What follows belongs to an exercise in optimizing a design on an open flow for small area; a production flow would make more cautious choices. Only simulation tests tie the RTL to the original design; equivalence was not proved. Power figures rest on the tool's default switching activity, not on a simulated workload.

**flow/flow/run.sh**
```bash
#!/bin/bash
# The standard layout (standard.sh), with three changes:
#  - after the standard synthesis, flow/netopt.py removes inverters around the adder cells
#    (every used net keeps its function and the registers are untouched; see the script);
#  - the port buffers are the smallest plain buffer (buf_1);
#  - clock tree synthesis uses clkbuf_4/clkbuf_8 and inserts no dummy loads.
# Each tool's output goes to its own log file here.
set -euo pipefail
R=orfs/results/sky130hd/ffe_lms_adapt/base
bash standard.sh synth > orfs_synth.log 2>&1
python3 flow/netopt.py $R/1_2_yosys.v $R/1_2_yosys_opt.v > netopt.log 2>&1
cp $R/1_2_yosys.v $R/1_2_yosys_std.v
mv $R/1_2_yosys_opt.v $R/1_2_yosys.v
rm -f $R/1_synth.odb
bash standard.sh "BUFFER_PORTS_ARGS=-buffer_cell sky130_fd_sc_hd__buf_1" \
    "CTS_ARGS=-sink_clustering_enable -repair_clock_nets -dont_use_dummy_load -buf_list {sky130_fd_sc_hd__clkbuf_2 sky130_fd_sc_hd__clkbuf_4}" \
    finish > orfs_make.log 2>&1
```
**flow/flow/netopt.py**
```python
#!/usr/bin/env python3
"""Local clean-up of the synthesized netlist around the adder cells.

Yosys extracts half and full adders in whichever polarity it finds them, and then needs
inverters around them. This script, on the flat gate-level netlist (1_2_yosys.v):
 1. replaces a half adder whose outputs only feed inverters by the inverted gates
    (xnor2 for the inverted sum, nand2 for the inverted carry; xor2/and2 for an output used
    directly), removing those inverters;
 2. picks a polarity for every full adder (a full adder is self-dual:
    FA(~a, ~b, ~c) = (~sum, ~cout)) that needs the fewest inverters, and rebuilds all
    inverters with at most one per source net.
Every used net keeps its logic function; registers are not touched.

usage: netopt.py IN.v OUT.v
"""
import re, sys, random, math

OUT_PINS = {'X', 'Y', 'Q', 'Q_N', 'COUT', 'SUM', 'HI', 'LO', 'GCLK'}
txt = open(sys.argv[1]).read()
cell_re = re.compile(r'^(\s*)(sky130_fd_sc_hd__\w+)\s+(\S+)\s*\((.*?)\);\n', re.S | re.M)
pin_re = re.compile(r'\.(\w+)\(([^()]*)\)')
ms = list(cell_re.finditer(txt))
head = txt[:ms[0].start()]
tail = txt[ms[-1].end():]
for a, b in zip(ms, ms[1:]):
    assert txt[a.end():b.start()].strip() == '', 'unexpected text between cells'
assert tail.strip() == 'endmodule', tail[:200]
cells = []
for m in ms:
    pins = [(p, n.strip()) for p, n in pin_re.findall(m.group(4))]
    cells.append({'type': m.group(2), 'name': m.group(3), 'pins': dict(pins)})

port_names = set(m.group(3) for m in re.finditer(r'^\s*(input|output|inout)\s+(\[[^\]]*\]\s*)?(\S+);', head, re.M))
def is_port(net):
    net = net.strip()
    b = net.split(' ')[0] if net.startswith('\\') else net.split('[')[0]
    return b in port_names
def kind(c):
    m = re.match(r'sky130_fd_sc_hd__(\w+?)_\d+$', c['type'])
    return m.group(1) if m else c['type']
def is_inv(c):
    return kind(c) in ('inv', 'clkinv')

new_wires = []
def fresh(prefix):
    n = f'_{prefix}{len(new_wires)}_'
    new_wires.append(n)
    return n

def index():
    drv, lds = {}, {}
    for i, c in enumerate(cells):
        if c is None:
            continue
        for p, n in c['pins'].items():
            if p in OUT_PINS:
                drv[n] = (i, p)
            else:
                lds.setdefault(n, []).append((i, p))
    return drv, lds

# ---- step 1: half adders
drv, lds = index()
n_ha = {'inv_inv': 0, 'dir_inv': 0, 'inv_dir': 0}
cnt = 0
def inv_only(net):
    """If every load of net is an inverter (and net is no port), return those inverter indices."""
    if is_port(net):
        return None
    L = lds.get(net, [])
    if not L or any(not is_inv(cells[i]) for i, p in L):
        return None
    for i, p in L:
        if is_port(cells[i]['pins']['Y']):
            return None
    return [i for i, p in L]
def merge_inverters(invs):
    """Keep the first inverter's output net; move the other inverters' loads onto it."""
    keep = cells[invs[0]]['pins']['Y']
    for i in invs[1:]:
        y = cells[i]['pins']['Y']
        for j, p in lds.get(y, []):
            cells[j]['pins'][p] = keep
        cells[i] = None
    cells[invs[0]] = None
    return keep
for i, c in enumerate(list(cells)):
    if c is None or kind(c) != 'ha':
        continue
    s, co = c['pins']['SUM'], c['pins']['COUT']
    a, b = c['pins']['A'], c['pins']['B']
    si, ci = inv_only(s), inv_only(co)
    s_used = bool(lds.get(s)) or is_port(s)
    c_used = bool(lds.get(co)) or is_port(co)
    if si is not None and ci is not None:
        ys = merge_inverters(si); yc = merge_inverters(ci)
        cells[i] = {'type': 'sky130_fd_sc_hd__xnor2_1', 'name': c['name'] + '_xn', 'pins': {'A': a, 'B': b, 'Y': ys}}
        cells.append({'type': 'sky130_fd_sc_hd__nand2_1', 'name': c['name'] + '_nd', 'pins': {'A': a, 'B': b, 'Y': yc}})
        n_ha['inv_inv'] += 1
    elif ci is not None and s_used:
        yc = merge_inverters(ci)
        cells[i] = {'type': 'sky130_fd_sc_hd__xor2_1', 'name': c['name'] + '_xo', 'pins': {'A': a, 'B': b, 'X': s}}
        cells.append({'type': 'sky130_fd_sc_hd__nand2_1', 'name': c['name'] + '_nd', 'pins': {'A': a, 'B': b, 'Y': yc}})
        n_ha['dir_inv'] += 1
    elif si is not None and c_used:
        ys = merge_inverters(si)
        cells[i] = {'type': 'sky130_fd_sc_hd__xnor2_1', 'name': c['name'] + '_xn', 'pins': {'A': a, 'B': b, 'Y': ys}}
        cells.append({'type': 'sky130_fd_sc_hd__and2_1', 'name': c['name'] + '_an', 'pins': {'A': a, 'B': b, 'X': co}})
        n_ha['inv_dir'] += 1
    # keep lds consistent enough: recompute after every change
    drv, lds = index()
cells = [c for c in cells if c is not None]
sys.stderr.write(f'netopt: half adders replaced {n_ha}\n')

# ---- step 2: polarity of full adders and of gates that come in both polarities
# A full adder is self-dual; xor2/xnor2, nand2/and2, nor2/or2 swap for their complement.
LIB = '/OpenROAD-flow-scripts/flow/platforms/sky130hd/lib/sky130_fd_sc_hd__tt_025C_1v80.lib'
import os
LIB = os.environ.get('NETOPT_LIB', LIB)
AREA, OUTPIN = {}, {}
_cur = _pin = None
for _line in open(LIB):
    _m = re.match(r'\s*cell \("sky130_fd_sc_hd__(\S+)"\)', _line)
    if _m:
        _cur = _m.group(1)
        continue
    _m = re.match(r'\s*area\s*:\s*([\d.]+)', _line)
    if _m and _cur and _cur not in AREA:
        AREA[_cur] = float(_m.group(1))
    _m = re.match(r'\s*pin \("(\w+)"\)', _line)
    if _m:
        _pin = _m.group(1)
    if re.match(r'\s*direction\s*:\s*"?output"?', _line) and _cur:
        OUTPIN.setdefault(_cur, _pin)
PAIRS = [('xor2_1', 'xnor2_1'), ('xor3_1', 'xnor3_1'), ('nand2_1', 'and2_1'), ('nor2_1', 'or2_1'),
         ('nand3_1', 'and3_1'), ('nor3_1', 'or3_1'), ('nand4_1', 'and4_1'), ('nor4_1', 'or4_1'),
         ('a21oi_1', 'a21o_1'), ('o21ai_0', 'o21a_1'), ('o21ai_1', 'o21a_1'), ('a22oi_1', 'a22o_1'),
         ('o22ai_1', 'o22a_1'), ('a211oi_1', 'a211o_1'), ('o211ai_1', 'o211a_1'), ('a31oi_1', 'a31o_1'),
         ('o31ai_1', 'o31a_1'), ('a221oi_1', 'a221o_1'), ('o221ai_1', 'o221a_1'), ('a32oi_1', 'a32o_1'),
         ('o32ai_1', 'o32a_1'), ('a2bb2oi_1', 'a2bb2o_1'), ('o2bb2ai_1', 'o2bb2a_1'), ('nand2b_1', 'and2b_1'),
         ('nor2b_1', 'or2b_1'), ('a21boi_0', 'a21bo_1'), ('o21bai_1', 'o21ba_1'), ('a2111oi_0', 'a2111o_1'),
         ('o2111ai_1', 'o2111a_1'), ('a311oi_1', 'a311o_1'), ('o311ai_0', 'o311a_1'), ('a41oi_1', 'a41o_1'),
         ('o41ai_1', 'o41a_1'), ('nand3b_1', 'and3b_1'), ('nor3b_1', 'or3b_1'), ('mux2i_1', 'mux2_1')]
COMPL = {}
for _a, _b in PAIRS:
    if _a in AREA and _b in AREA:
        COMPL[_a] = (_b, OUTPIN[_a], OUTPIN[_b], AREA[_b] - AREA[_a])
        COMPL.setdefault(_b, (_a, OUTPIN[_b], OUTPIN[_a], AREA[_a] - AREA[_b]))
INV_AREA = 3.75
drv, lds = index()
removable = set(i for i, c in enumerate(cells) if is_inv(c) and not is_port(c['pins']['Y']))
def resolve(net):
    par = 0
    k = 0
    while net in drv and drv[net][0] in removable:
        net = cells[drv[net][0]]['pins']['A']
        par ^= 1
        k += 1
        assert k < 1000
    return net, par
def short(c):
    return c['type'].replace('sky130_fd_sc_hd__', '')
fa_idx = [i for i, c in enumerate(cells) if kind(c) == 'fa']
flipcost = {}
for i in fa_idx:
    if not any(is_port(cells[i]['pins'][p]) for p in ('SUM', 'COUT')):
        flipcost[i] = 0.0
for i, c in enumerate(cells):
    t = short(c)
    if t in COMPL:
        o = COMPL[t][1]
        if not is_port(c['pins'][o]):
            flipcost[i] = COMPL[t][3]
flippable = sorted(flipcost)
pol = {i: 0 for i in flipcost}
loads = []
for i, c in enumerate(cells):
    if i in removable:
        continue
    for p, n in c['pins'].items():
        if p in OUT_PINS:
            continue
        s, par = resolve(n)
        loads.append((i, p, s, par))
by_src = {}
for k, (i, p, s, par) in enumerate(loads):
    by_src.setdefault(s, []).append(k)
def src_pol(s):
    d = drv.get(s)
    return pol.get(d[0], 0) if d else 0
def load_pol(k):
    i = loads[k][0]
    return pol.get(i, 0) if kind(cells[i]) == 'fa' else 0
def src_cost(s):
    ps = src_pol(s)
    for k in by_src[s]:
        if ps ^ loads[k][3] ^ load_pol(k):
            return INV_AREA
    return 0.0
touch = {i: set() for i in flippable}
for i in flippable:
    for p, n in cells[i]['pins'].items():
        if p in OUT_PINS and n in by_src:
            touch[i].add(n)
for k, (i, p, s, par) in enumerate(loads):
    if i in touch and kind(cells[i]) == 'fa':
        touch[i].add(s)
def flip_area(i):
    return flipcost[i] if pol[i] else 0.0
cur = sum(src_cost(s) for s in by_src)
n_before = sum(1 for c in cells if is_inv(c))
random.seed(1)
best, best_pol = cur, dict(pol)
T = 4.0
if flippable:
    for step in range(400000):
        i = random.choice(flippable)
        old = sum(src_cost(s) for s in touch[i]) + flip_area(i)
        pol[i] ^= 1
        d = sum(src_cost(s) for s in touch[i]) + flip_area(i) - old
        if d <= 0 or random.random() < math.exp(-d / T):
            cur += d
            if cur < best - 1e-9:
                best, best_pol = cur, dict(pol)
        else:
            pol[i] ^= 1
        T = max(0.05, T * 0.99997)
pol = best_pol
n_flip_fa = sum(1 for i in fa_idx if pol.get(i))
n_flip_g = sum(1 for i in flippable if pol[i] and kind(cells[i]) != 'fa')
n_inv_after = sum(1 for s in by_src if src_cost(s) > 0)
sys.stderr.write(f'netopt: inverters {n_before} -> {n_inv_after}; {n_flip_fa} full adders and {n_flip_g} gates flipped\n')
for i in flippable:
    if pol[i] and kind(cells[i]) != 'fa':
        c = cells[i]
        nt, op, np_, _ = COMPL[short(c)]
        c['type'] = 'sky130_fd_sc_hd__' + nt
        c['pins'][np_] = c['pins'].pop(op)

inv_of = {}
conn = {}
for k, (i, p, s, par) in enumerate(loads):
    if src_pol(s) ^ par ^ load_pol(k):
        if s not in inv_of:
            inv_of[s] = fresh('np')
        conn[(i, p)] = inv_of[s]
    else:
        conn[(i, p)] = s
def vnet(n):
    return n + ' ' if n.startswith('\\') else n
out = [head]
for w in new_wires:
    out.append(f'  wire {w};\n')
for i, c in enumerate(cells):
    if i in removable:
        continue
    pins = ',\n'.join(f'    .{p}({vnet(conn.get((i, p), n))})' for p, n in c['pins'].items())
    out.append(f"  {c['type']} {vnet(c['name'])} (\n{pins}\n  );\n")
for s, nn in inv_of.items():
    out.append(f'  sky130_fd_sc_hd__inv_1 {nn}inv (\n    .A({vnet(s)}),\n    .Y({nn})\n  );\n')
out.append(tail)
open(sys.argv[2], 'w').write(''.join(out))
```
**flow/standard.sh**
```bash
#!/bin/bash
# synth_recipe.tcl (not shown) runs the flow's synth.tcl, then flattens the netlist and writes it again
# the make line also repeats each setting of config.mk as NAME=value (left out here)
make -C /OpenROAD-flow-scripts/flow DESIGN_CONFIG=/design/flow/config.mk WORK_HOME=/design/flow/orfs CLKGATE_MAP_FILE= SYNTH_SCRIPT=/design/flow/synth_recipe.tcl "${@:-finish}"
```
**flow/config.mk**
```make
export PLATFORM = sky130hd
export DESIGN_NAME = ffe_lms_adapt
export DESIGN_NICKNAME = ffe_lms_adapt
export VERILOG_FILES = /design/flow/design.v
export SDC_FILE = /design/flow/constraint.sdc
export NUM_CORES = 4
export LEC_CHECK = 0
export ABC_AREA = 1
export CAP_MARGIN = 20
export CORE_MARGIN = 2
export CORE_UTILIZATION = 40
export SLEW_MARGIN = 20
```
**flow/constraint.sdc**
```tcl
create_clock -name core_clock -period 12.0 [get_ports {i_clk}]
set_input_delay 2.4000 -clock core_clock [delete_from_list [all_inputs] [get_ports {i_clk}]]
set_output_delay 2.4000 -clock core_clock [all_outputs]
set_load 0.01 [all_outputs]
```
**flow/design.v**
```verilog
package ffe_pkg;
    localparam int FRAC_BITS    = 7;
    localparam int PAM2_POS     = 128;
    localparam int PAM2_NEG     = -128;
    localparam int MU_TRAIN_DEF = 6;
    localparam int MU_TRACK_DEF = 9;
    typedef enum logic [1:0] {
        ST_INIT  = 2'd0,
        ST_TRAIN = 2'd1,
        ST_TRACK = 2'd2,
        ST_HOLD  = 2'd3
    } lms_state_t;
endpackage
module lms_tap_update
#(
    parameter bit INIT_ONE = 1'b0
) (
    input  logic                     i_clk,
    input  logic                     i_rst,
    input  logic                     i_restart,
    input  logic [3:0]               i_one,
    input  logic [3:0]               i_two,
    input  logic [3:0]               i_neg,
    input  logic                     i_train,
    input  logic signed [10:0]       i_x,
    output logic        [8:0]        o_coef
);
    localparam logic [16:0] ACC_INIT  = INIT_ONE ? 17'(128 << 8) : 17'd0;
    logic [16:0] acc_q, acc_nxt;
    logic [17:0] sum;
    wire  [10:0] x = i_x;
    wire [3:0] one = i_one, two = i_two, neg = i_neg;
    wire p0 = (one[0] & x[0]) ^ neg[0];
    wire p1 = ((one[0] & x[1]) | (two[0] & x[0])) ^ neg[0];
    wire p2 = ((one[0] & x[2]) | (two[0] & x[1])) ^ neg[0];
    wire p3 = ((one[0] & x[3]) | (two[0] & x[2])) ^ neg[0];
    wire p4 = ((one[0] & x[4]) | (two[0] & x[3])) ^ neg[0];
    wire p5 = ((one[0] & x[5]) | (two[0] & x[4])) ^ neg[0];
    wire p6 = ((one[0] & x[6]) | (two[0] & x[5])) ^ neg[0];
    wire p7 = ((one[0] & x[7]) | (two[0] & x[6])) ^ neg[0];
    wire p8 = ((one[0] & x[8]) | (two[0] & x[7])) ^ neg[0];
    wire p9 = ((one[0] & x[9]) | (two[0] & x[8])) ^ neg[0];
    wire p10 = ((one[0] & x[10]) | (two[0] & x[9])) ^ neg[0];
    wire p11 = ~(((one[0] & x[10]) | (two[0] & x[10])) ^ neg[0]);
    wire p12 = (one[1] & x[0]) ^ neg[1];
    wire p13 = ((one[1] & x[1]) | (two[1] & x[0])) ^ neg[1];
    wire p14 = ((one[1] & x[2]) | (two[1] & x[1])) ^ neg[1];
    wire p15 = ((one[1] & x[3]) | (two[1] & x[2])) ^ neg[1];
    wire p16 = ((one[1] & x[4]) | (two[1] & x[3])) ^ neg[1];
    wire p17 = ((one[1] & x[5]) | (two[1] & x[4])) ^ neg[1];
    wire p18 = ((one[1] & x[6]) | (two[1] & x[5])) ^ neg[1];
    wire p19 = ((one[1] & x[7]) | (two[1] & x[6])) ^ neg[1];
    wire p20 = ((one[1] & x[8]) | (two[1] & x[7])) ^ neg[1];
    wire p21 = ((one[1] & x[9]) | (two[1] & x[8])) ^ neg[1];
    wire p22 = ((one[1] & x[10]) | (two[1] & x[9])) ^ neg[1];
    wire p23 = ~(((one[1] & x[10]) | (two[1] & x[10])) ^ neg[1]);
    wire p24 = (one[2] & x[0]) ^ neg[2];
    wire p25 = ((one[2] & x[1]) | (two[2] & x[0])) ^ neg[2];
    wire p26 = ((one[2] & x[2]) | (two[2] & x[1])) ^ neg[2];
    wire p27 = ((one[2] & x[3]) | (two[2] & x[2])) ^ neg[2];
    wire p28 = ((one[2] & x[4]) | (two[2] & x[3])) ^ neg[2];
    wire p29 = ((one[2] & x[5]) | (two[2] & x[4])) ^ neg[2];
    wire p30 = ((one[2] & x[6]) | (two[2] & x[5])) ^ neg[2];
    wire p31 = ((one[2] & x[7]) | (two[2] & x[6])) ^ neg[2];
    wire p32 = ((one[2] & x[8]) | (two[2] & x[7])) ^ neg[2];
    wire p33 = ((one[2] & x[9]) | (two[2] & x[8])) ^ neg[2];
    wire p34 = ((one[2] & x[10]) | (two[2] & x[9])) ^ neg[2];
    wire p35 = ~(((one[2] & x[10]) | (two[2] & x[10])) ^ neg[2]);
    wire p36 = (one[3] & x[0]) ^ neg[3];
    wire p37 = ((one[3] & x[1]) | (two[3] & x[0])) ^ neg[3];
    wire p38 = ((one[3] & x[2]) | (two[3] & x[1])) ^ neg[3];
    wire p39 = ((one[3] & x[3]) | (two[3] & x[2])) ^ neg[3];
    wire p40 = ((one[3] & x[4]) | (two[3] & x[3])) ^ neg[3];
    wire p41 = ((one[3] & x[5]) | (two[3] & x[4])) ^ neg[3];
    wire p42 = ((one[3] & x[6]) | (two[3] & x[5])) ^ neg[3];
    wire p43 = ((one[3] & x[7]) | (two[3] & x[6])) ^ neg[3];
    wire p44 = ((one[3] & x[8]) | (two[3] & x[7])) ^ neg[3];
    wire p45 = ((one[3] & x[9]) | (two[3] & x[8])) ^ neg[3];
    wire p46 = ((one[3] & x[10]) | (two[3] & x[9])) ^ neg[3];
    wire p47 = ~(((one[3] & x[10]) | (two[3] & x[10])) ^ neg[3]);
    wire s48 = p6 ^ p16;
    wire c49 = p6 & p16;
    wire s50 = p7 ^ p17;
    wire c51 = p7 & p17;
    wire s52 = p8 ^ p18;
    wire c53 = p8 & p18;
    wire s54 = p9 ^ p19;
    wire c55 = p9 & p19;
    wire s56 = p10 ^ p20;
    wire c57 = p10 & p20;
    wire t58 = p11 ^ p21;
    wire s59 = t58 ^ p31;
    wire c60 = (p11 & p21) | (t58 & p31);
    wire s61 = p22 ^ p32;
    wire c62 = p22 & p32;
    wire s63 = p4 ^ p14;
    wire c64 = p4 & p14;
    wire s65 = p5 ^ p15;
    wire c66 = p5 & p15;
    wire t67 = s48 ^ p26;
    wire s68 = t67 ^ p36;
    wire c69 = (s48 & p26) | (t67 & p36);
    wire t70 = c49 ^ s50;
    wire s71 = t70 ^ p27;
    wire c72 = (c49 & s50) | (t70 & p27);
    wire t73 = c51 ^ s52;
    wire s74 = t73 ^ p28;
    wire c75 = (c51 & s52) | (t73 & p28);
    wire t76 = c53 ^ s54;
    wire s77 = t76 ^ p29;
    wire c78 = (c53 & s54) | (t76 & p29);
    wire t79 = c55 ^ s56;
    wire s80 = t79 ^ p30;
    wire c81 = (c55 & s56) | (t79 & p30);
    wire t82 = c57 ^ s59;
    wire s83 = t82 ^ p41;
    wire c84 = (c57 & s59) | (t82 & p41);
    wire t85 = c60 ^ s61;
    wire s86 = t85 ^ p42;
    wire c87 = (c60 & s61) | (t85 & p42);
    wire t88 = c62 ^ p23;
    wire s89 = t88 ^ p33;
    wire c90 = (c62 & p23) | (t88 & p33);
    wire s91 = p34 ^ p44;
    wire c92 = p34 & p44;
    wire s93 = p2 ^ p12;
    wire c94 = p2 & p12;
    wire s95 = p3 ^ p13;
    wire c96 = p3 & p13;
    wire t97 = s63 ^ p24;
    wire s98 = t97 ^ neg[2];
    wire c99 = (s63 & p24) | (t97 & neg[2]);
    wire t100 = c64 ^ s65;
    wire s101 = t100 ^ p25;
    wire c102 = (c64 & s65) | (t100 & p25);
    wire t103 = c66 ^ s68;
    wire s104 = t103 ^ neg[3];
    wire c105 = (c66 & s68) | (t103 & neg[3]);
    wire t106 = c69 ^ s71;
    wire s107 = t106 ^ p37;
    wire c108 = (c69 & s71) | (t106 & p37);
    wire t109 = c72 ^ s74;
    wire s110 = t109 ^ p38;
    wire c111 = (c72 & s74) | (t109 & p38);
    wire t112 = c75 ^ s77;
    wire s113 = t112 ^ p39;
    wire c114 = (c75 & s77) | (t112 & p39);
    wire t115 = c78 ^ s80;
    wire s116 = t115 ^ p40;
    wire c117 = (c78 & s80) | (t115 & p40);
    wire s118 = ~(c81 ^ s83);
    wire c119 = c81 | s83;
    wire s120 = ~(c84 ^ s86);
    wire c121 = c84 | s86;
    wire t122 = c87 ^ s89;
    wire s123 = t122 ^ p43;
    wire c124 = (c87 & s89) | (t122 & p43);
    wire s125 = ~(c90 ^ s91);
    wire c126 = c90 | s91;
    wire t127 = c92 ^ p35;
    wire s128 = t127 ^ p45;
    wire c129 = (c92 & p35) | (t127 & p45);
    wire s130 = ~p46;
    wire c131 = p0 & neg[0];
    wire c132 = p1 & c131;
    wire c133 = (s93 & neg[1]) | (s93 & c132) | (neg[1] & c132);
    wire c134 = (c94 & s95) | (c94 & c133) | (s95 & c133);
    wire c135 = (c96 & s98) | (c96 & c134) | (s98 & c134);
    wire t136 = c99 ^ s101;
    wire s137 = t136 ^ c135;
    wire c138 = (c99 & s101) | (t136 & c135);
    wire t139 = c102 ^ s104;
    wire s140 = t139 ^ c138;
    wire c141 = (c102 & s104) | (t139 & c138);
    wire t142 = c105 ^ s107;
    wire s143 = t142 ^ c141;
    wire c144 = (c105 & s107) | (t142 & c141);
    wire t145 = c108 ^ s110;
    wire s146 = t145 ^ c144;
    wire c147 = (c108 & s110) | (t145 & c144);
    wire t148 = c111 ^ s113;
    wire s149 = t148 ^ c147;
    wire c150 = (c111 & s113) | (t148 & c147);
    wire t151 = c114 ^ s116;
    wire s152 = t151 ^ c150;
    wire c153 = (c114 & s116) | (t151 & c150);
    wire t154 = c117 ^ s118;
    wire s155 = t154 ^ c153;
    wire c156 = (c117 & s118) | (t154 & c153);
    wire t157 = c119 ^ s120;
    wire s158 = t157 ^ c156;
    wire c159 = (c119 & s120) | (t157 & c156);
    wire t160 = c121 ^ s123;
    wire s161 = t160 ^ c159;
    wire c162 = (c121 & s123) | (t160 & c159);
    wire t163 = c124 ^ s125;
    wire s164 = t163 ^ c162;
    wire c165 = (c124 & s125) | (t163 & c162);
    wire t166 = c126 ^ s128;
    wire s167 = t166 ^ c165;
    wire c168 = (c126 & s128) | (t166 & c165);
    wire t169 = c129 ^ s130;
    wire s170 = t169 ^ c168;
    wire c171 = (c129 & s130) | (t169 & c168);
    wire t172 = p46 ^ p47;
    wire s173 = t172 ^ c171;
    wire c174 = (p46 & p47) | (t172 & c171);
    wire [12:0] q = {s173, s170, s167, s164, s161, s158, s155, s152, s149, s146, s143, s140, s137};
    wire [12:0] d = i_train ? q : {{3{q[12]}}, q[12:3]};
    wire s175 = acc_q[0] ^ d[0];
    wire c176 = acc_q[0] & d[0];
    wire t177 = acc_q[1] ^ d[1];
    wire s178 = t177 ^ c176;
    wire c179 = (acc_q[1] & d[1]) | (t177 & c176);
    wire t180 = acc_q[2] ^ d[2];
    wire s181 = t180 ^ c179;
    wire c182 = (acc_q[2] & d[2]) | (t180 & c179);
    wire t183 = acc_q[3] ^ d[3];
    wire s184 = t183 ^ c182;
    wire c185 = (acc_q[3] & d[3]) | (t183 & c182);
    wire t186 = acc_q[4] ^ d[4];
    wire s187 = t186 ^ c185;
    wire c188 = (acc_q[4] & d[4]) | (t186 & c185);
    wire t189 = acc_q[5] ^ d[5];
    wire s190 = t189 ^ c188;
    wire c191 = (acc_q[5] & d[5]) | (t189 & c188);
    wire t192 = acc_q[6] ^ d[6];
    wire s193 = t192 ^ c191;
    wire c194 = (acc_q[6] & d[6]) | (t192 & c191);
    wire t195 = acc_q[7] ^ d[7];
    wire s196 = t195 ^ c194;
    wire c197 = (acc_q[7] & d[7]) | (t195 & c194);
    wire t198 = acc_q[8] ^ d[8];
    wire s199 = t198 ^ c197;
    wire c200 = (acc_q[8] & d[8]) | (t198 & c197);
    wire t201 = acc_q[9] ^ d[9];
    wire s202 = t201 ^ c200;
    wire c203 = (acc_q[9] & d[9]) | (t201 & c200);
    wire t204 = acc_q[10] ^ d[10];
    wire s205 = t204 ^ c203;
    wire c206 = (acc_q[10] & d[10]) | (t204 & c203);
    wire t207 = acc_q[11] ^ d[11];
    wire s208 = t207 ^ c206;
    wire c209 = (acc_q[11] & d[11]) | (t207 & c206);
    wire t210 = acc_q[12] ^ d[12];
    wire s211 = t210 ^ c209;
    wire c212 = (acc_q[12] & d[12]) | (t210 & c209);
    wire t213 = acc_q[13] ^ d[12];
    wire s214 = t213 ^ c212;
    wire c215 = (acc_q[13] & d[12]) | (t213 & c212);
    wire t216 = acc_q[14] ^ d[12];
    wire s217 = t216 ^ c215;
    wire c218 = (acc_q[14] & d[12]) | (t216 & c215);
    wire t219 = acc_q[15] ^ d[12];
    wire s220 = t219 ^ c218;
    wire c221 = (acc_q[15] & d[12]) | (t219 & c218);
    wire t222 = acc_q[16] ^ d[12];
    wire s223 = t222 ^ c221;
    wire c224 = (acc_q[16] & d[12]) | (t222 & c221);
    wire t225 = acc_q[16] ^ d[12];
    wire s226 = t225 ^ c224;
    wire c227 = (acc_q[16] & d[12]) | (t225 & c224);
    assign sum = {s226, s223, s220, s217, s214, s211, s208, s205, s202, s199, s196, s193, s190, s187, s184, s181, s178, s175};
    always_comb begin
        acc_nxt = sum[16:0];
        if (sum[17] != sum[16]) begin
            acc_nxt = {sum[17], {16{~sum[17]}}};
        end
    end
    always_ff @(posedge i_clk or posedge i_rst) begin
        if (i_rst) begin
            acc_q <= ACC_INIT;
        end else if (i_restart) begin
            acc_q <= ACC_INIT;
        end else begin
            acc_q <= acc_nxt;
        end
    end
    assign o_coef = acc_q[16:8];
endmodule
module ffe_lms_adapt
#(
    parameter int IN_BW      = 11,
    parameter int OUT_BW     = 9,
    parameter int COEF_BW    = 9,
    parameter int N_COEF     = 7,
    parameter int ACC_EXT    = 8,
    parameter int MU_TRAIN   = ffe_pkg::MU_TRAIN_DEF,
    parameter int MU_TRACK   = ffe_pkg::MU_TRACK_DEF,
    parameter int TRAIN_LEN  = 1024,
    parameter int CENTER_TAP = 3
) (
    input  logic                       i_clk,
    input  logic                       i_rst,
    input  logic                       i_en,
    input  logic [IN_BW-1:0]           i_data,
    input  logic [OUT_BW-1:0]          i_ffe_out,
    input  logic                       i_adapt_en,
    input  logic                       i_restart,
    output logic [COEF_BW*N_COEF-1:0]  o_coefs,
    output logic [OUT_BW:0]            o_error,
    output logic [1:0]                 o_state,
    output logic                       o_trained
);
    ffe_pkg::lms_state_t state_q, state_d;
    logic [9:0]   train_cnt_q;
    logic         trained_q;
    logic [10:0]  x0_q;
    logic         en_q;
    logic [10:0]  dly_q [1:7];
    logic         v1_q;
    logic         train_mode_q, mode2_q;
    logic [7:0]   err_q, err_d;
    logic [8:0]   err_neg;
    logic         capture, cnt_done;
    always_ff @(posedge i_clk or posedge i_rst) begin
        if (i_rst) begin
            x0_q <= '0;
            en_q <= 1'b0;
            for (int unsigned k = 1; k < 8; k++) begin
                dly_q[k] <= '0;
            end
        end else begin
            x0_q <= i_data;
            en_q <= i_en;
            if (en_q) begin
                dly_q[1] <= x0_q;
                for (int unsigned k = 2; k < 8; k++) begin
                    dly_q[k] <= dly_q[k-1];
                end
            end
        end
    end
    assign err_d   = {~i_ffe_out[7], i_ffe_out[6:0]};
    assign err_neg[0] = err_q[0];
    for (genvar i = 1; i < 9; i++) begin : g_neg
        assign err_neg[i] = (i < 8 ? err_q[i] : err_q[7]) ^ (|err_q[i-1:0]);
    end
    assign capture  = i_en && i_adapt_en && !i_restart && ((state_q == ffe_pkg::ST_TRAIN) || (state_q == ffe_pkg::ST_TRACK));
    assign cnt_done = v1_q && !trained_q && (train_cnt_q == 10'h3ff);
    logic [9:0] cnt_inc;
    assign cnt_inc[0] = ~train_cnt_q[0];
    for (genvar i = 1; i < 10; i++) begin : g_inc
        assign cnt_inc[i] = train_cnt_q[i] ^ (&train_cnt_q[i-1:0]);
    end
    always_comb begin
        state_d = state_q;
        case (state_q)
            ffe_pkg::ST_INIT:  state_d = i_adapt_en ? ffe_pkg::ST_TRAIN : ffe_pkg::ST_HOLD;
            ffe_pkg::ST_TRAIN: begin
                if (!i_adapt_en) begin
                    state_d = ffe_pkg::ST_HOLD;
                end else if (cnt_done) begin
                    state_d = ffe_pkg::ST_TRACK;
                end
            end
            ffe_pkg::ST_TRACK: begin
                if (!i_adapt_en) begin
                    state_d = ffe_pkg::ST_HOLD;
                end
            end
            default: begin  
                if (i_adapt_en) begin
                    state_d = (trained_q || cnt_done) ? ffe_pkg::ST_TRACK : ffe_pkg::ST_TRAIN;
                end
            end
        endcase
        if (i_restart) begin
            state_d = ffe_pkg::ST_INIT;
        end
    end
    always_ff @(posedge i_clk or posedge i_rst) begin
        if (i_rst) begin
            state_q <= ffe_pkg::ST_INIT;
        end else begin
            state_q <= state_d;
        end
    end
    always_ff @(posedge i_clk or posedge i_rst) begin
        if (i_rst) begin
            train_cnt_q <= '0;
            trained_q   <= 1'b0;
        end else if (i_restart) begin
            train_cnt_q <= '0;
            trained_q   <= 1'b0;
        end else if (v1_q && !trained_q) begin
            train_cnt_q <= cnt_inc;
            if (cnt_done) begin
                trained_q <= 1'b1;
            end
        end
    end
    always_ff @(posedge i_clk or posedge i_rst) begin
        if (i_rst) begin
            v1_q         <= 1'b0;
            train_mode_q <= 1'b0;
            mode2_q      <= 1'b0;
            err_q        <= '0;
        end else begin
            v1_q    <= capture;
            mode2_q <= train_mode_q;
            if (capture) begin
                err_q        <= err_d;
                train_mode_q <= (state_q == ffe_pkg::ST_TRAIN);
            end
        end
    end
    logic [8:0] mb;
    logic [3:0] bd_one, bd_two, bd_neg;
    logic [3:0] b_one, b_two, b_neg;
    assign mb = (v1_q && !i_restart) ? {~err_q, 1'b1} : 9'd0;
    for (genvar j = 0; j < 4; j++) begin : g_booth
        assign bd_neg[j] = mb[2*j+2];
        assign bd_one[j] = mb[2*j+1] ^ mb[2*j];
        assign bd_two[j] = (mb[2*j+2] & ~mb[2*j+1] & ~mb[2*j]) | (~mb[2*j+2] & mb[2*j+1] & mb[2*j]);
    end
    always_ff @(posedge i_clk or posedge i_rst) begin
        if (i_rst) begin
            b_one <= '0;
            b_two <= '0;
            b_neg <= '0;
        end else begin
            b_one <= bd_one;
            b_two <= bd_two;
            b_neg <= bd_neg;
        end
    end
    for (genvar k = 0; k < N_COEF; k++) begin : g_tap
        lms_tap_update #(
            .INIT_ONE (k == CENTER_TAP)
        ) u_tap (
            .i_clk     (i_clk),
            .i_rst     (i_rst),
            .i_restart (i_restart),
            .i_one     (b_one),
            .i_two     (b_two),
            .i_neg     (b_neg),
            .i_train   (mode2_q),
            .i_x       (dly_q[k+1]),
            .o_coef    (o_coefs[COEF_BW*k +: COEF_BW])
        );
    end
    assign o_error   = {err_neg[8], err_neg};
    assign o_state   = state_q;
    assign o_trained = trained_q;
endmodule
```
==> results of run 1 <==
## registers in the layout, indices dropped and copies added, names as in the netlist, 4 cells and up
register / count
dly_q: 77
b_two: 4
x0_q: 11
b_neg: 4
err_q: 8
g_tap.u_tap.acc_q: 119
train_cnt_q: 10
b_one: 4
## layout make-up
cell class                      instances  area (um2)  share of cell area [%]
Multi-Input combinational cell       1944       16500                    62.2
Sequential cell                       244        6120                    23.2
Timing Repair Buffer                  244        1660                    6.30
Tap cell                              782         978                    3.70
Inverter                              166         653                    2.47
Clock buffer                           74         556                    2.10
Antenna cell                            1        2.50                 0.00947
## per-stage QoR
step / area (um2) / hold WS [ps] / TNS, ps
6_report: 26400 / 381 / 0
5_1_grt: 26400 / 393 / -141
3_5_place_dp: 25400 / 369 / -5870
4_1_cts: 26000 / 383 / 0
2_1_floorplan: 24300 / 354 / 0
3_3_place_gp: 25400 / 362 / -1090
## repair_timing
action                                  in CTS  in global routing
gates cloned                                 0                  2
resized for setup                            3                 75
buffers inserted                             0                 21
pin swaps                                    2                 14
endpoints found under the setup margin      97                117
## power by group through the flow
| stage | combinational [mW] | clock [mW] | sequential, mW |
|---|---|---|---|
| detailed placement | 4.41 | 0 | 1.27 |
| global route | 5.19 | 0.689 | 1.29 |
| floorplan | 3.37 | 0 | 1.20 |
| CTS | 4.43 | 0.654 | 1.26 |
| global placement | 4.24 | 0 | 1.26 |
| finish | 4.53 | 0.626 | 1.26 |
## worst max-delay path: cells and delay by family, from the launching register on
family / cells / cell delay, ps
AO/OA/AOI/OAI: 2 / 260
XOR/XNOR: 2 / 360
adder cells (fa/ha/maj): 22 / 9580
buffers and inverters: 4 / 650
flip-flops: 1 / 410
multiplexers: 1 / 100
AND/OR/NAND/NOR: 1 / 110
## per-layer routing
| metal | GRT usage, % | vias up | wire length [um] |
|---|---|---|---|
| li1 | - | 8539 | - |
| met1 | 28.6 | 9518 | 28200 |
| met3 | 3.31 | 146 | 4070 |
| met4 | 8.50 | 0 | 2340 |
| met2 | 34.0 | 621 | 30400 |
| met5 | 0 | - | 0 |
## path summary, 6_finish.rpt
check	startpoint	endpoint	slack (ps)
max	b_one[1]	g_tap[6].u_tap.acc_q[1]	380
min reg2reg	train_mode_q	mode2_q	380
max in group asynchronous	i_rst	g_tap[2].u_tap.acc_q[12]	8650
min	train_mode_q	mode2_q	380
min in group asynchronous	i_rst	x0_q[1]	1720
max reg2reg	b_one[1]	g_tap[6].u_tap.acc_q[1]	380
## layout by cell type (no fill, tap or decap), types with 74 or more instances in the layout
master    count
o22ai_1     261
a21oi_1     133
xor2_1      290
fa_1        290
xnor2_1     102
buf_1        99
dfrtp_1     237
o21ai_0     134
nor2_1      164
inv_1       151
nand2_1     357
buf_4       121
clkbuf_4     74
==> results.yml, run 1 <==
floorplan:
  die_width_um: 251
  io_pins: 101
  die_y_um: 251
  die_area_um2: 62800
  initial_utilization_pct: 40.4
  std_cell_rows: 90
  fp.coreArea_um2: 60200
power:
  combPwrFrac_pct: 70.6
  seq_power_share_pct: 19.6
  ir_worst_vdd_v: 0.000138
  power_switching_share_pct: 49.7
  power_density_nw_per_um2: 242
  pwr-share-clk_pct: 9.8
  p_leak_nw: 11.3
  total_power_mw: 6.41
  switchingPower_mw: 3.18
  p_int_mw: 3.22
global_route:
  grt_max_degree: 120
  grt_pass1_wl_mm: 106
  antenna_found_initial: 1
  grtUsageTotal_pct: 21.1
  grt_pass1_vias: 19800
  overflow: 0
sta:
  final-setup-viol-count: 0
  fin_skew_ps: 135
  hold_viol: 0
  relSlewSlack_pct: 39.9
  min_period_ps: 11620
  worst_pin_slew_ps: 902
  clock.fmax_mhz: 86.1
  fin_crit_sh_pct: 96.8
  drv_slew: 0
  layout_setup_ws_ps: 385
routing:
  via_per_inst: 5.45
  wl_per_cell_um: 18.8
  wirelength_mm: 65.0
  drc: 0
  drtIter0Drc: 1337
  num_vias: 18800
  dr.pass1.iters: 5
  ant_nets: 0
layout:
  area_growth_pct: 8.70
  drive_gt1_share_pct: 11.6
  fillers: 5883
  final_util_pct: 43.9
  fin_cells: 3455
  nets: 3055
placement:
  io_buffers: 99
  finalWeightedCongestion: 0.883
  pre_cts_ws_ps: -267
  dp_hpwl_mm: 47.1
  dp.cells: 3357
cts:
  htreeDepth: 3
  cts_made_buffers: 74
  clock_latency_ps: 840
  cts_tree: "done"
  clk_pin_slew_ps: 60
  cts_buffer_depth: 3
  holdBufCountCts: 0
  cts_sinks: 244
  cts_root_buffer: "clkbuf_4"
worst_hold_path:
  min_path_cells: 0
  hp-class: "reg -> reg"
yosys:
  yosys_warnings: 5
  avgSynthCellArea_um2: 9.41
  synth_fp_nets: 2965
  synth_area_um2: 24300
  netlist_instances: 2584
critical_path:
  worstPathMaxFanout: 29
  slowest_stage: "fa_1"
  required_ps: 12690
  ff2ff_path_depth: 32
  cp_common_cell: "fa_1"
  critPathArrivalTime_ps: 12300
  end_kind: "flop"
  path_class: "reg -> reg"
  slowest_delay_ps: 590
  cp-start-kind: "flop"
run_status:
  status: "finished clean"
job:
  drv_cap: 0
==> run 2, diff against run 1 <==
--- a/flow/flow/run.sh
+++ b/flow/flow/run.sh
@@ -13,5 +13,5 @@
 mv $R/1_2_yosys_opt.v $R/1_2_yosys.v
 rm -f $R/1_synth.odb
 bash standard.sh "BUFFER_PORTS_ARGS=-buffer_cell sky130_fd_sc_hd__buf_1" \
-    "CTS_ARGS=-sink_clustering_enable -repair_clock_nets -dont_use_dummy_load -buf_list {sky130_fd_sc_hd__clkbuf_2 sky130_fd_sc_hd__clkbuf_4}" \
+    "CTS_ARGS=-sink_clustering_enable -repair_clock_nets -dont_use_dummy_load -buf_list {sky130_fd_sc_hd__clkbuf_4 sky130_fd_sc_hd__clkbuf_8}" \
     finish > orfs_make.log 2>&1
--- a/flow/config.mk
+++ b/flow/config.mk
@@ -5,7 +5,6 @@
 export SDC_FILE = /design/flow/constraint.sdc
 export NUM_CORES = 4
 export LEC_CHECK = 0
-export ABC_AREA = 1
 export CAP_MARGIN = 20
 export CORE_MARGIN = 2
 export CORE_UTILIZATION = 40
==> run 2 against run 1 <==
Compared with the run above:
- utilization is 1.0 points higher
- worst setup slack better by 11 ps
- largest power group unchanged
- wire length is 8.8% lower
- count of clock-buffer cells in the layout is 25 lower
- sequential power is 13% higher
- clock power is 13% higher
- die area is 1.3% higher
- synthesized cell count is 12% lower
- clock skew is 43 ps lower
==> results.yml, run 2 <==
floorplan:
  io_pins: 101
  die_area_um2: 63600
  fp.coreArea_um2: 60600
  initial_utilization_pct: 40.7
  std_cell_rows: 90
  die_y_um: 252
  die_width_um: 252
sta:
  relSlewSlack_pct: 28.4
  whs_ps: 384
  setup_tns_ps: 0
  worst_pin_slew_ps: 1070
  final-setup-viol-count: 0
  fin_skew_ps: 92.0
  min_period_ps: 11600
  hold_viol: 0
  fin_crit_sh_pct: 96.7
  drv_slew: 0
  clock.fmax_mhz: 86.2
  layout_setup_ws_ps: 395
critical_path:
  critPathArrivalTime_ps: 12120
  slowest_delay_ps: 590
  worstPathMaxFanout: 16
  end_kind: "flop"
  crit_family: "adder cells"
  slowest_stage: "fa_1"
  r2r-start: "b_one[0]"
  path_buf_inv: 2
  cp_common_cell: "fa_1"
  crit_start: "b_one[0]"
  rr_endpoint: "g_tap[0].u_tap.acc_q[8]"
  reg2reg_setup_slack_ps: 400
  ff2ff_path_depth: 30
  required_ps: 12520
  cp-start-kind: "flop"
  path_class: "reg -> reg"
power:
  pwr-share-clk_pct: 11.2
  power_switching_share_pct: 45.5
  seq_power_share_pct: 22.6
  ir_worst_vdd_v: 0.000162
  switchingPower_mw: 2.87
  p_leak_nw: 9.70
  combPwrFrac_pct: 66.2
  power_density_nw_per_um2: 232
  p_int_mw: 3.43
cts:
  cts_sinks: 244
  htreeDepth: 2
  clk_pin_slew_ps: 50
  cts_tree: "done"
  cts_made_buffers: 49
  cts_buffer_depth: 3
  cts_root_buffer: "clkbuf_8"
  clock_latency_ps: 650
routing:
  drtIter0Drc: 923
  via_per_inst: 5.44
  dr.pass1.iters: 6
  num_vias: 16900
  ant_nets: 0
  wirelength_mm: 59.3
  drc: 0
  wl_per_cell_um: 19.1
yosys:
  netlist_instances: 2272
  avgSynthCellArea_um2: 10.8
  yosys_warnings: 5
  synth_area_um2: 24600
  synth_fp_nets: 2656
placement:
  place_area_um2: 25900
  io_buffers: 99
  pre_cts_ws_ps: -437
  finalWeightedCongestion: 0.835
  dp_hpwl_mm: 42.5
layout:
  fillers: 5682
  drive_gt1_share_pct: 18.5
  largest_reg_flops: 119
  mostFrequentLayoutCell: "xnor2_1"
  multi_input_area_um2: 17100
  nets: 2710
  mostFrequentLayoutCells: "xnor2_1 (293), fa_1 (288), a22oi_1 (261), dfrtp_1 (230), buf_4 (182)"
  regArea_um2: 6140
  area_growth_pct: 10.4
  regMostFlops: "g_tap.u_tap.acc_q"
  top_regs: "g_tap.u_tap.acc_q: 119 flops, dly_q: 77 flops, x0_q: 11 flops"
  finalInstanceArea_um2: 27200
global_route:
  grt_pass1_vias: 18500
  grt_max_degree: 121
  antenna_found_initial: 1
  grt_pass1_wl_mm: 98.5
  overflow: 0
  grtUsageTotal_pct: 19.2
worst_hold_path:
  min_path_cells: 0
  holdCritStartpoint: "train_mode_q"
  hold_path_end: "mode2_q"
  hp-class: "reg -> reg"
job:
  drv_cap: 0
run_status:
  status: "finished clean"
[run 2: final cells by class]
| type | count | share of cell area, % |
|---|---|---|
| Clock buffer | 49 | 2.48 |
| Inverter | 62 | 0.888 |
| Timing Repair Buffer | 300 | 7.75 |
| Antenna cell | 1 | 0.00920 |
| Tap cell | 782 | 3.60 |
| Multi-Input combinational cell | 1669 | 62.7 |
| Sequential cell | 244 | 22.6 |
[run 2: power by group through the flow]
stage	logic (mW)	registers [mW]	clock network, mW
finish	4.17	1.42	0.706
global route	4.76	1.46	0.769
CTS	4.10	1.42	0.742
detailed placement	4.03	1.43	0
global placement	3.84	1.42	0
floorplan	3.12	1.22	0
[run 2: how the worst max path moves through the flow]
stage                     cells past startpoint  slack, ps                       end
after global placement                       32       -250   g_tap[1].u_tap.acc_q[7]
final                                        30        400   g_tap[0].u_tap.acc_q[8]
after CTS                                    32          7   g_tap[1].u_tap.acc_q[7]
after detailed placement                     32       -440   g_tap[1].u_tap.acc_q[7]
after floorplan                              33        260   g_tap[5].u_tap.acc_q[0]
after global routing                         35       -0.3  g_tap[2].u_tap.acc_q[14]
[run 2: per-stage QoR]
step	std cells	total power [mW]	utilization, %
final	3107	6.30	44.9
after global routing	3107	7.00	44.9
after CTS	3091	6.26	44.2
after detailed placement	3031	5.46	42.8
after global placement	3031	5.26	42.8
after floorplan	2272	4.34	-
[run 2: per-layer routing]
metal / vias up / global-route usage [%] / wire length (um)
met3: 99 / 2.67 / 3270
met1: 8722 / 25.7 / 25500
met4: 0 / 5.33 / 1420
li1: 7650 / - / -
met5: - / 0 / 0
met2: 418 / 32.7 / 29100
[run 2: what timing repair did]
| action | 4_1_cts | 5_1_grt |
|---|---|---|
| hold buffers | 0 | 0 |
| pin swaps | 0 | 32 |
| gates resized for setup | 19 | 75 |
| gates cloned | 0 | 1 |
| setup endpoints to repair | 95 | 115 |
| setup buffers | 11 | 14 |
==> run 3, diff against run 2 <==
--- a/flow/config.mk
+++ b/flow/config.mk
@@ -5,6 +5,7 @@
 export SDC_FILE = /design/flow/constraint.sdc
 export NUM_CORES = 4
 export LEC_CHECK = 0
+export ABC_AREA = 1
 export CAP_MARGIN = 20
 export CORE_MARGIN = 2
 export CORE_UTILIZATION = 40
==> run 3 against run 2 <==
Compared with the run above:
- die area shrank 1.2%
- highest routed layer unchanged
- utilization shrank 0.66 points
- synthesized cell count grew 14%
- area after synthesis shrank 1.3%
- first-iteration DRC count grew 46%
- sequential share of layout area grew 0.42 points
==> results.yml, run 3 <==
cts:
  cts_made_buffers: 47
  cts_root_buffer: "clkbuf_8"
  cts_sinks: 244
  clock_latency_ps: 680
  cts_buffer_depth: 3
  htreeDepth: 2
  clk_pin_slew_ps: 50
  cts_tree: "done"
routing:
  ant_nets: 0
  num_vias: 18700
  via_per_inst: 5.42
  dr.pass1.iters: 6
  wirelength_mm: 65.1
  top_layer_used: "met4"
  drc: 0
  wl_met1_mm: 28.7
  drtIter0Drc: 1349
  wl_met3_mm: 3.65
  wl_per_cell_um: 18.9
  dr_wl_met2_mm: 30.3
yosys:
  avgSynthCellArea_um2: 9.41
  yosys_warnings: 5
  netlist_instances: 2584
  synth_area_um2: 24300
  synth_fp_nets: 2965
critical_path:
  worstPathMaxFanout: 29
  required_ps: 12540
  slowest_stage: "fa_1"
  cp-start-kind: "flop"
  end_kind: "flop"
  cp_common_cell: "fa_1"
  slowest_delay_ps: 590
  path_buf_inv: 4
  path_class: "reg -> reg"
  critPathArrivalTime_ps: 12170
  crit_family: "adder cells"
global_route:
  antenna_found_initial: 1
  grt_pass1_vias: 19500
  grtUsageTotal_pct: 21.0
  grt_pass1_wl_mm: 105
  grt_max_degree: 120
  overflow: 0
job:
  drv_cap: 0
sta:
  fin_crit_sh_pct: 96.9
  layout_setup_ws_ps: 371
  fin_skew_ps: 92.7
  worst_pin_slew_ps: 904
  min_period_ps: 11630
  drv_slew: 0
  hold_viol: 0
  relSlewSlack_pct: 39.7
  whs_ps: 380
  clock.fmax_mhz: 86.0
  final-setup-viol-count: 0
placement:
  pre_cts_ws_ps: -267
  dp.cells: 3357
  io_buffers: 99
  dp_hpwl_mm: 47.1
  finalWeightedCongestion: 0.883
  place_area_um2: 25400
layout:
  fillers: 5832
  mostFrequentLayoutCell: "nand2_1"
  nets: 3043
  area_growth_pct: 9.57
  largest_reg_flops: 119
  mostFrequentLayoutCells: "nand2_1 (357), xor2_1 (291), fa_1 (288), o22ai_1 (262), dfrtp_1 (237)"
  finalInstanceArea_um2: 26600
  top_regs: "g_tap.u_tap.acc_q: 119 flops, dly_q: 77 flops, x0_q: 11 flops"
  drive_gt1_share_pct: 11.2
  fin_cells: 3443
  regMostFlops: "g_tap.u_tap.acc_q"
floorplan:
  fp.coreArea_um2: 60200
  die_y_um: 251
  die_width_um: 251
  std_cell_rows: 90
  io_pins: 101
  die_area_um2: 62800
  initial_utilization_pct: 40.4
power:
  total_power_mw: 6.48
  seq_power_share_pct: 19.4
  power_switching_share_pct: 49.1
  ir_worst_vdd_v: 0.000144
  p_int_mw: 3.30
  combPwrFrac_pct: 69.9
  p_leak_nw: 11.4
  power_density_nw_per_um2: 243
  pwr-share-clk_pct: 10.7
  switchingPower_mw: 3.18
run_status:
  status: "finished clean"
worst_hold_path:
  hp-class: "reg -> reg"
## run 3: path summary, 6_finish.rpt
check	end	slack, ps	start	cells past startpoint
worst min-delay path	mode2_q	380	train_mode_q	0
worst min register to register	mode2_q	380	train_mode_q	0
max in group asynchronous	g_tap[2].u_tap.acc_q[1]	8560	i_rst	3
min in group asynchronous	err_q[0]	1850	i_rst	2
worst max-delay path	g_tap[6].u_tap.acc_q[5]	370	b_one[1]	32
worst max register to register	g_tap[6].u_tap.acc_q[5]	370	b_one[1]	32
## run 3: what timing repair did
| action | in CTS | in global routing |
|---|---|---|
| endpoints found under the hold margin | 0 | 0 |
| setup buffers | 0 | 35 |
| gates cloned | 0 | 3 |
| gates resized for setup | 3 | 73 |
| hold buffers | 0 | 0 |
| endpoints found under the setup margin | 97 | 118 |
| pin swaps | 2 | 14 |
## run 3: per-layer routing
layer	global-route usage, %	vias to the layer above
met5	0	-
met4	7.70	0
met3	3.26	127
met2	33.7	562
met1	28.8	9487
li1	-	8502
## run 3: cell type report
cell class	instances	area, um2	share of cell area [%]
tap	782	978	3.67
multi-input combinational	1944	16500	61.7
inverter	166	653	2.45
timing repair buffer	259	1790	6.71
sequential	244	6120	23.0
antenna	1	2.50	0.00939
clock buffer	47	647	2.43
## run 3: stage by stage
stage          setup TNS, ps  util [%]
6_report                   0      44.2
5_1_grt                 -188      44.2
4_1_cts                    0      43.3
3_5_place_dp           -5870      42.2
3_3_place_gp           -1090      42.2
2_1_floorplan              0         -
## run 3: power groups by stage
stage | Clock (mW) | Sequential [mW] | Combinational (mW)
floorplan | 0 | 1.20 | 3.37
global placement | 0 | 1.26 | 4.24
detailed placement | 0 | 1.27 | 4.41
CTS | 0.722 | 1.26 | 4.43
global route | 0.754 | 1.29 | 5.20
finish | 0.696 | 1.26 | 4.52
==> run 4, diff against run 3 <==
--- a/flow/config.mk
+++ b/flow/config.mk
@@ -9,4 +9,5 @@
 export CAP_MARGIN = 20
 export CORE_MARGIN = 2
 export CORE_UTILIZATION = 40
+export GPL_TIMING_DRIVEN = 0
 export SLEW_MARGIN = 20
==> run 4 against run 3 <==
Compared with the run above:
- wire length up 35%
- still clean on timing, DRC and antenna
- sequential share of layout area is 0.62 points lower
- largest cell class unchanged
- via count is 7.6% higher
==> results.yml, run 4 <==
run_status:
  status: "finished clean"
placement:
  dp_hpwl_mm: 64.5
  io_buffers: 99
  finalWeightedCongestion: 1.00
floorplan:
  die_y_um: 251
  std_cell_rows: 90
  die_width_um: 251
  initial_utilization_pct: 40.4
  die_area_um2: 62800
  io_pins: 101
  fp.coreArea_um2: 60200
critical_path:
  end_kind: "flop"
  cp-start-kind: "flop"
  critPathArrivalTime_ps: 12340
  path_class: "reg -> reg"
  slowest_stage: "fa_2"
  required_ps: 12570
  cp_common_cell: "fa_1"
  slowest_delay_ps: 620
  worstPathMaxFanout: 10
routing:
  wirelength_mm: 87.7
  drc: 0
  wl_per_cell_um: 24.7
  ant_nets: 0
  drtIter0Drc: 1962
  dr.pass1.iters: 6
  num_vias: 20100
  via_per_inst: 5.66
yosys:
  synth_fp_nets: 2965
  netlist_instances: 2584
  synth_area_um2: 24300
  yosys_warnings: 5
  avgSynthCellArea_um2: 9.41
layout:
  regMostFlops: "g_tap.u_tap.acc_q"
  mostFrequentLayoutCells: "nand2_1 (353), xor2_1 (292), o22ai_1 (260), fa_1 (242), dfrtp_1 (241)"
  drive_gt1_share_pct: 15.3
  top_regs: "g_tap.u_tap.acc_q: 119 flops, dly_q: 77 flops, x0_q: 11 flops"
  mostFrequentLayoutCell: "nand2_1"
  final_util_pct: 45.3
  nets: 3151
  largest_reg_flops: 119
  area_growth_pct: 12.3
power:
  ir_worst_vdd_v: 0.000166
  p_leak_nw: 11.7
  power_density_nw_per_um2: 250
cts:
  cts_sinks: 244
  clock_latency_ps: 680
  cts_tree: "done"
  htreeDepth: 2
  cts_root_buffer: "clkbuf_8"
  cts_buffer_depth: 3
  clk_pin_slew_ps: 60
  cts_made_buffers: 46
  holdBufCountCts: 0
worst_hold_path:
  hp-class: "reg -> reg"
global_route:
  grtUsageTotal_pct: 27.9
  overflow: 0
  grt_pass1_wl_mm: 130
  grt_max_degree: 95
  grt_pass1_vias: 20300
  antenna_found_initial: 1
sta:
  relSlewSlack_pct: 24.2
  whs_ps: 375
  fin_crit_sh_pct: 98.1
  clock.fmax_mhz: 85.0
  worst_pin_slew_ps: 1140
  drv_slew: 0
  setup_tns_ps: 0
  hold_viol: 0
  min_period_ps: 11770
  final-setup-viol-count: 0
  fin_skew_ps: 88.2
job:
  drv_cap: 0
-- run 4: report_power, final --
group	internal (mW)	switching [mW]	total, mW
registers	1.07	0.161	1.24
logic	2.01	2.91	4.92
clock network	0.335	0.351	0.686
-- run 4: routing by layer --
metal | share of wire, % | track usage [%] | vias up
li1 | - | - | 8718
met1 | 41 | 38.5 | 10100
met2 | 44 | 41.9 | 1050
met3 | 10 | 7.11 | 223
met4 | 4.7 | 11.3 | 0
met5 | 0 | 0 | -
-- run 4: worst max-delay path: cells and delay by family, from the launching register on --
kind                     cells  cell delay, ps
buffers and inverters        7            1110
AND/OR/NAND/NOR              2             210
flip-flops                   1             330
AO/OA/AOI/OAI                3             390
adder cells (fa/ha/maj)     22            9180
XOR/XNOR                     2             440
-- run 4: cell type report --
class / instances / area, um2
Timing Repair Buffer: 149 / 805
Fill cell: 5782 / 32900
Buffer: 219 / 1490
Clock buffer: 46 / 633
Inverter: 166 / 642
Sequential cell: 244 / 6110
Multi-Input combinational cell: 1944 / 16700
Antenna cell: 1 / 2.50
Tap cell: 782 / 978
-- run 4: path summary, 6_finish.rpt --
| check | start | end | slack [ps] | depth (start not counted) |
|---|---|---|---|---|
| max in group asynchronous | i_rst | g_tap[3].u_tap.acc_q[15] | 9080 | 3 |
| setup / recovery | b_one[0] | g_tap[6].u_tap.acc_q[6] | 230 | 36 |
| hold reg to reg | train_mode_q | mode2_q | 380 | 0 |
| hold / removal | train_mode_q | mode2_q | 380 | 0 |
| setup reg to reg | b_one[0] | g_tap[6].u_tap.acc_q[6] | 230 | 36 |
| min in group asynchronous | i_rst | x0_q[2] | 1880 | 2 |
-- run 4: through the flow --
stage	worst slack, ps	instance area [um2]	cells	power, mW
2_1_floorplan	317	24300	2584	4.57
3_3_place_gp	-1360	25700	3465	5.54
3_5_place_dp	-1470	25700	3467	5.73
4_1_cts	8.06	26900	3535	6.72
5_1_grt	-11.7	27300	3551	7.53
6_report	230	27300	3551	6.84
-- run 4: timing repair --
item | CTS | global route
pin swaps | 23 | 26
gates cloned | 0 | 2
buffers inserted | 30 | 16
endpoints found under the setup margin | 119 | 119
gates resized for setup | 129 | 101
==> run 5, diff against run 4 <==
--- a/flow/flow/run.sh
+++ b/flow/flow/run.sh
@@ -14,4 +14,4 @@
 rm -f $R/1_synth.odb
 bash standard.sh "BUFFER_PORTS_ARGS=-buffer_cell sky130_fd_sc_hd__buf_1" \
     "CTS_ARGS=-sink_clustering_enable -repair_clock_nets -dont_use_dummy_load -buf_list {sky130_fd_sc_hd__clkbuf_4 sky130_fd_sc_hd__clkbuf_8}" \
-    finish > orfs_make.log 2>&1
+    SKIP_CTS_REPAIR_TIMING=1 finish > orfs_make.log 2>&1
--- a/flow/config.mk
+++ b/flow/config.mk
@@ -9,5 +9,4 @@
 export CAP_MARGIN = 20
 export CORE_MARGIN = 2
 export CORE_UTILIZATION = 40
-export GPL_TIMING_DRIVEN = 0
 export SLEW_MARGIN = 20
==> run 5 against run 4 <==
Compared with the run above:
- first-iteration DRC count is 32% lower
- maximum frequency rose by 1.3%
- clock power up 1%
- worst hold slack better by 4.5 ps
- non-clock buffer count is 114 lower
- sequential share of layout area rose by 0.62 points
- global-route usage decreased by 7.0 points
- critical endpoint is now g_tap[6].u_tap.acc_q[5]
- largest cell class unchanged
- largest power group unchanged
==> results.yml, run 5 <==
critical_path:
  critPathArrivalTime_ps: 12170
  rr_endpoint: "g_tap[6].u_tap.acc_q[5]"
  crit_end: "g_tap[6].u_tap.acc_q[5]"
  r2r-start: "b_one[1]"
  path_class: "reg -> reg"
  crit_start: "b_one[1]"
  slowest_stage: "fa_1"
  required_ps: 12540
  reg2reg_setup_slack_ps: 380
  end_kind: "flop"
  worstPathMaxFanout: 29
  cp_common_cell: "fa_1"
  ff2ff_path_depth: 32
  slowest_delay_ps: 590
  cp-start-kind: "flop"
cts:
  cts_buffer_depth: 3
  cts_made_buffers: 47
  cts_root_buffer: "clkbuf_8"
  clk_pin_slew_ps: 50
  cts_sinks: 244
  clock_latency_ps: 680
  htreeDepth: 2
  cts_tree: "done"
floorplan:
  die_width_um: 251
  fp.coreArea_um2: 60200
  initial_utilization_pct: 40.4
  die_area_um2: 62800
  io_pins: 101
  std_cell_rows: 90
  die_y_um: 251
sta:
  fin_crit_sh_pct: 96.9
  drv_slew: 0
  clock.fmax_mhz: 86.0
  fin_skew_ps: 91.3
  worst_pin_slew_ps: 904
  relSlewSlack_pct: 39.7
  layout_setup_ws_ps: 375
  min_period_ps: 11620
  whs_ps: 380
  final-setup-viol-count: 0
  setup_tns_ps: 0
  hold_viol: 0
job:
  drv_cap: 0
layout:
  regMostFlops: "g_tap.u_tap.acc_q"
  mostFrequentLayoutCells: "nand2_1 (357), xor2_1 (291), fa_1 (286), o22ai_1 (263), dfrtp_1 (236)"
  top_regs: "g_tap.u_tap.acc_q: 119 flops, dly_q: 77 flops, x0_q: 11 flops"
  final_util_pct: 44.2
  nets: 3039
  largest_reg_flops: 119
  fillers: 5828
  area_growth_pct: 9.60
  mostFrequentLayoutCell: "nand2_1"
  drive_gt1_share_pct: 11.1
worst_hold_path:
  hp-class: "reg -> reg"
routing:
  ant_nets: 0
  drc: 0
  dr_wl_met2_mm: 30.4
  wl_met3_mm: 4.05
  wirelength_mm: 65.3
  via_per_inst: 5.46
  drtIter0Drc: 1341
  wl_met1_mm: 28.4
  top_layer_used: "met4"
  wl_per_cell_um: 19.0
  dr.pass1.iters: 5
  num_vias: 18800
power:
  power_density_nw_per_um2: 243
  ir_worst_vdd_v: 0.000144
  p_leak_nw: 11.4
  total_power_mw: 6.48
yosys:
  synth_area_um2: 24300
  synth_fp_nets: 2965
  avgSynthCellArea_um2: 9.41
  yosys_warnings: 5
  netlist_instances: 2584
placement:
  io_buffers: 99
  finalWeightedCongestion: 0.883
  pre_cts_ws_ps: -267
  dp_hpwl_mm: 47.1
global_route:
  grtUsageTotal_pct: 21.0
  grt_max_degree: 120
  grt_pass1_wl_mm: 105
  overflow: 0
  grt_pass1_vias: 19500
  antenna_found_initial: 1
run_status:
  status: "finished clean"
==> run 5: power by group <==
| group | switching (mW) | total (mW) | internal, mW |
|---|---|---|---|
| combinational | 2.65 | 4.52 | 1.88 |
| sequential | 0.180 | 1.26 | 1.08 |
| clock | 0.354 | 0.696 | 0.342 |
==> run 5: how the worst min path moves through the flow <==
stage / cells after the start / start / endpoint
floorplan: 0 / train_mode_q / mode2_q
global placement: 0 / train_mode_q / mode2_q
detailed placement: 0 / train_mode_q / mode2_q
CTS: 0 / train_mode_q / mode2_q
global route: 0 / train_mode_q / mode2_q
finish: 0 / train_mode_q / mode2_q
==> run 5: final cells by class <==
class	count	area [um2]	share of cell area [%]
clock buffer	47	647	2.43
inverter	166	648	2.43
timing repair inverter	1	7.51	0.0282
multi-input combinational	1944	16400	61.7
sequential	244	6130	23.0
antenna	1	2.50	0.00939
tap	782	978	3.67
timing repair buffer	254	1800	6.75
==> run 5: per-layer routing <==
metal	GRT usage (%)	up-vias
met5	0	-
met4	7.70	0
met3	3.26	120
met2	33.6	630
met1	28.8	9517
li1	-	8493
==> run 5: critical path, delay by kind of cell, from the launching register on <==
family / cells / cell delay, ps
AOI/OAI and AO/OA: 2 / 260
DFF: 1 / 410
muxes: 1 / 100
adders and majority gates: 22 / 9580
and+or+nand+nor: 1 / 100
buffers and inverters: 4 / 670
xor gates and xnor gates: 2 / 370
==> run 5: stage by stage <==
stage,std cells,cell area (um2)
finish,3439,26700
global route,3439,26700
CTS,3404,26100
detailed placement,3357,25400
global placement,3357,25400
floorplan,2584,24300

## re-timing with driven ports
In the flow no input, the clock included, has a driving cell. The finished layouts below were timed again as built, in two steps. Step 1 assumes that a clkbuf_16 drives the clock port and a buf_2 every other input. Step 2, shift: input delay + t, output delay - t, t = (earliest + latest rising clock arrival at the registers) / 2. This alone moves slack from input paths to output paths. Three values: ideal ports, drivers, drivers and shift; two values: the first two.
run	shift t [ns]	setup slack, ns	hold slack, ns
run 1	0.827	0.385 / 0.385 / 0.385	0.381 / 0.381 / 0.381
run 2	0.659	0.395 / 0.395 / 0.395	0.384 / 0.384 / 0.384
run 3	0.695	0.371 / 0.371 / 0.371	0.380 / 0.380 / 0.380
run 4	0.690	0.230 / 0.230 / 0.230	0.375 / 0.375 / 0.375
run 5	0.692	0.375 / 0.375 / 0.375	0.380 / 0.380 / 0.380
After both steps setup and hold are still met in every run listed.
